This is an optimization exercise on Yosys and OpenROAD, whose aim is small area, not a production implementation. The RTL was checked by simulation tests, not by an equivalence proof against the original design. Power figures rest on the tool's default switching activity, not on a simulated workload. The flow treats the clock pin as an ideal source, which a real chip does not have.

// tiger_regfile
module tiger_regfile #(
  parameter int NUM_REGS = tiger_defines::NUM_REGS_DEF
) (
  input  logic                clk,
  input  logic                reset,
  input  logic                stall,
  input  logic [tiger_defines::REGNUM_W-1:0] readRegNumA,
  input  logic [tiger_defines::REGNUM_W-1:0] readRegNumB,
  input  logic [tiger_defines::REGNUM_W-1:0] readCopNum,
  input  logic                writeRegEn,
  input  logic                writeRegEnCop,
  input  logic [tiger_defines::REGNUM_W-1:0] writeRegNum,
  input  logic [tiger_defines::DATA_W-1:0]   writeRegData,
  output logic [tiger_defines::DATA_W-1:0]   regDataA,
  output logic [tiger_defines::DATA_W-1:0]   regDataB,
  output logic [tiger_defines::DATA_W-1:0]   copData,
  output logic                initBusy
);
==> flow/config.mk <==
export PLATFORM = sky130hd
export DESIGN_NAME = tiger_regfile
export DESIGN_NICKNAME = tiger_regfile
export VERILOG_FILES = /design/flow/design.v
export SDC_FILE = /design/flow/constraint.sdc
export NUM_CORES = 4
export LEC_CHECK = 0
export CAP_MARGIN = 20
export CORE_MARGIN = 2
export CORE_UTILIZATION = 50
export CTS_CLUSTER_DIAMETER = 150
export CTS_CLUSTER_SIZE = 26
export SLEW_MARGIN = 20
export SYNTH_HIERARCHICAL = 1
==> flow/constraint.sdc <==
create_clock -name core_clock -period 5.0 [get_ports {clk}]
set_input_delay 1.0000 -clock core_clock [delete_from_list [all_inputs] [get_ports {clk}]]
set_output_delay 1.0000 -clock core_clock [all_outputs]
set_load 0.01 [all_outputs]
run.sh (not shown) runs the stock make flow with config.mk's settings and CLKGATE_MAP_FILE= SYNTH_SCRIPT=/design/flow/synth_recipe.tcl, a recipe that flattens the netlist after the stock synthesis.
Change:
==> flow/flow/run.sh (new file) <==
#!/bin/bash
# Standard ORFS layout (the standard.sh, standard synthesis unchanged) with two changes:
#  - port buffers use the smallest buffer cell instead of the default choice;
#  - clock tree synthesis without dummy loads, with larger sink clusters.
set -euo pipefail
export BUFFER_PORTS_ARGS="-buffer_cell sky130_fd_sc_hd__buf_1"
export CTS_ARGS="-sink_clustering_enable -repair_clock_nets -dont_use_dummy_load -sink_clustering_size 26 -sink_clustering_max_diameter 150"
bash standard.sh > standard.log 2>&1
==> flow/standard.sh (new file) <==
#!/bin/bash
# synth_recipe.tcl (not shown) runs the flow's synth.tcl, then flattens the netlist and writes it again
# the make line also repeats each setting of config.mk as NAME=value (left out here)
make -C /OpenROAD-flow-scripts/flow DESIGN_CONFIG=/design/flow/config.mk WORK_HOME=/design/flow/orfs CLKGATE_MAP_FILE= SYNTH_SCRIPT=/design/flow/synth_recipe.tcl "${@:-finish}"
removed: flow/run.sh
Power shrinks by 0.78%.
Critical path depth falls by 1.
Setup slack gets better by 0.10 ns.
Worst hold slack barely changes.
Wire length rises by 1.0%.
Register-to-register slack improved by 0.04 ns.
Fmax grows by 2.5%.
Sequential power is about the same.
Global-route usage is higher by 0.43 points.
Cell area shrinks by 1.7%.
Core utilization decreases by 0.98 points.
Change:
- CORE_UTILIZATION: 50 -> 58
=>
- die area decreases by 14%
- register-to-register slack loses 0.31 ns
- via count grows by 1.8%
Change:
==> flow/run.sh (new file) <==
#!/bin/bash
# synth_recipe.tcl (not shown) runs the flow's synth.tcl, then flattens the netlist and writes it again
# the make line also repeats each setting of config.mk as NAME=value (left out here)
make -C /OpenROAD-flow-scripts/flow DESIGN_CONFIG=/design/flow/config.mk WORK_HOME=/design/flow/orfs CLKGATE_MAP_FILE= SYNTH_SCRIPT=/design/flow/synth_recipe.tcl finish
- CORE_UTILIZATION: 58 -> 40
removed: flow/flow/run.sh
removed: flow/standard.sh
Result: The changed run went through all stages and came out clean; setup slack loses 0.055 ns; routed wire length came out higher by 4.7%; worst hold slack is about the same; die area climbs by 44%.
Change:
==> flow/flow/run.sh (new file) <==
#!/bin/bash
# Standard ORFS layout (the standard.sh, standard synthesis unchanged) with two changes:
#  - port buffers use the smallest buffer cell instead of the default choice;
#  - clock tree synthesis without dummy loads, with larger sink clusters.
set -euo pipefail
export BUFFER_PORTS_ARGS="-buffer_cell sky130_fd_sc_hd__buf_1"
export CTS_ARGS="-sink_clustering_enable -repair_clock_nets -dont_use_dummy_load -sink_clustering_size 30 -sink_clustering_max_diameter 150"
bash standard.sh > standard.log 2>&1
==> flow/standard.sh (new file) <==
#!/bin/bash
# synth_recipe.tcl (not shown) runs the flow's synth.tcl, then flattens the netlist and writes it again
# the make line also repeats each setting of config.mk as NAME=value (left out here)
make -C /OpenROAD-flow-scripts/flow DESIGN_CONFIG=/design/flow/config.mk WORK_HOME=/design/flow/orfs CLKGATE_MAP_FILE= SYNTH_SCRIPT=/design/flow/synth_recipe.tcl "${@:-finish}"
- CORE_UTILIZATION: 40 -> 50
- CTS_CLUSTER_SIZE: 26 -> 30
removed: flow/run.sh
The new run finished clean.
Total power shrinks by a few percent.
Via count fell slightly.
Cell count decreases by a few percent.
Hold slack barely changes.
Setup slack is worse by 0.069 ns.
Routed wire length went down slightly.
Count of clock-buffer cells in the layout shrinks by 13.
Synthesized area does not change.

========
## amber
tiger_regfile, a different RTL version from the one above (not shown whole).
Size: roughly 6000 cells after synthesis, roughly 2100 flip-flops, roughly 150 I/O pins, roughly 75000 um2 of cells after synthesis.
Settings: LEC_CHECK=0, CAP_MARGIN=20, CORE_MARGIN=2, CORE_UTILIZATION=40, SLEW_MARGIN=20, SYNTH_HIERARCHICAL=1; clock period 5.0 ns.
Stock flow here: none of the scripts above is used.
Inputs modified between amber and harbor:
- CTS_CLUSTER_SIZE: unset -> 26
- CTS_CLUSTER_DIAMETER: unset -> 150
### Flow results
amber completed end to end with timing, DRC and antenna clean. Looking at the reports, harbor completed the entire flow and the layout it produced met the timing, DRC and antenna checks. For the met1 layer wirelength in the final routing, harbor came in 1.7% lower than amber did. Re final total power: harbor and amber aren't equal, and the lower value belongs to harbor. Looking only at global-route usage, and setting everything else aside, the higher value of harbor and amber goes to amber. Diff amber -> harbor | number of vias after detailed routing | decrease of 911. Setup slack: harbor less than amber. From harbor to amber, buffer count excluding the clock tree in the final layout did not move at all.
diff inputs: harbor => delta
- CORE_UTILIZATION now 65, was 40
- CAP_MARGIN now 0, was 20
- SLEW_MARGIN now 0, was 20
--- outcome ---
- Although delta finished all stages, its layout failed final checks on max-capacitance violations, max-slew violations.
- Summary of delta over harbor: first-iteration DRC count now sits higher, global-route met2 utilization now sits higher, layout overhead on the synthesized area now sits lower, total global routing track utilization now sits higher.
- Slowest cell on the critical path = nor2_4: harbor; slowest cell on the critical path = nand4_1: delta
- Non-clock buffer count (delta over harbor): decrease, 11
- delta has routed wire length below what harbor had.
- Taking harbor as the reference, in delta design area shrank by 2100 um2; average routed wire per standard cell grew by about 6%.

afterwards: timing with drivers on the ports:
Ports are ideal in the flow. The routed layouts listed here were re-timed in OpenROAD.
Step 1: set_driving_cell puts a clkbuf_16 on clk and a buf_2 on each other input, an assumption about the parent block.
Step 2 also shifts input and output timing later by t, the mid clock arrival at the registers, as if the neighbouring blocks saw the same clock.
Three values: ideal, step 1, step 2; two values: the first two.
| run | t, ns | slack for setup (ns) | worst setup path after step 2 |
|---|---|---|---|
| the first run of note 1 | 0.847 | 0.786 / 0.838 / -0.009 | input to register |
| the second run of note 1 | 0.816 | 0.887 / 0.936 / 0.121 | input to register |
| the third run of note 1 | 0.818 | 0.991 / 0.991 / 0.341 | input to register |
| the fourth run of note 1 | 0.868 | 0.937 / 0.924 / 0.056 | input to register |
| the fifth run of note 1 | 0.816 | 0.868 / 0.915 / 0.099 | input to register |
| amber | 0.938 | 1.152 / 1.194 / 0.256 | input to register |
| harbor | 0.873 | 1.079 / 1.123 / 0.251 | input to register |
| delta | 0.844 | 0.510 / 0.551 / -0.293 | input to register |
For amber, which loses most, drivers alone change the setup slack by +0.042 ns; drivers and shift together by -0.896 ns.
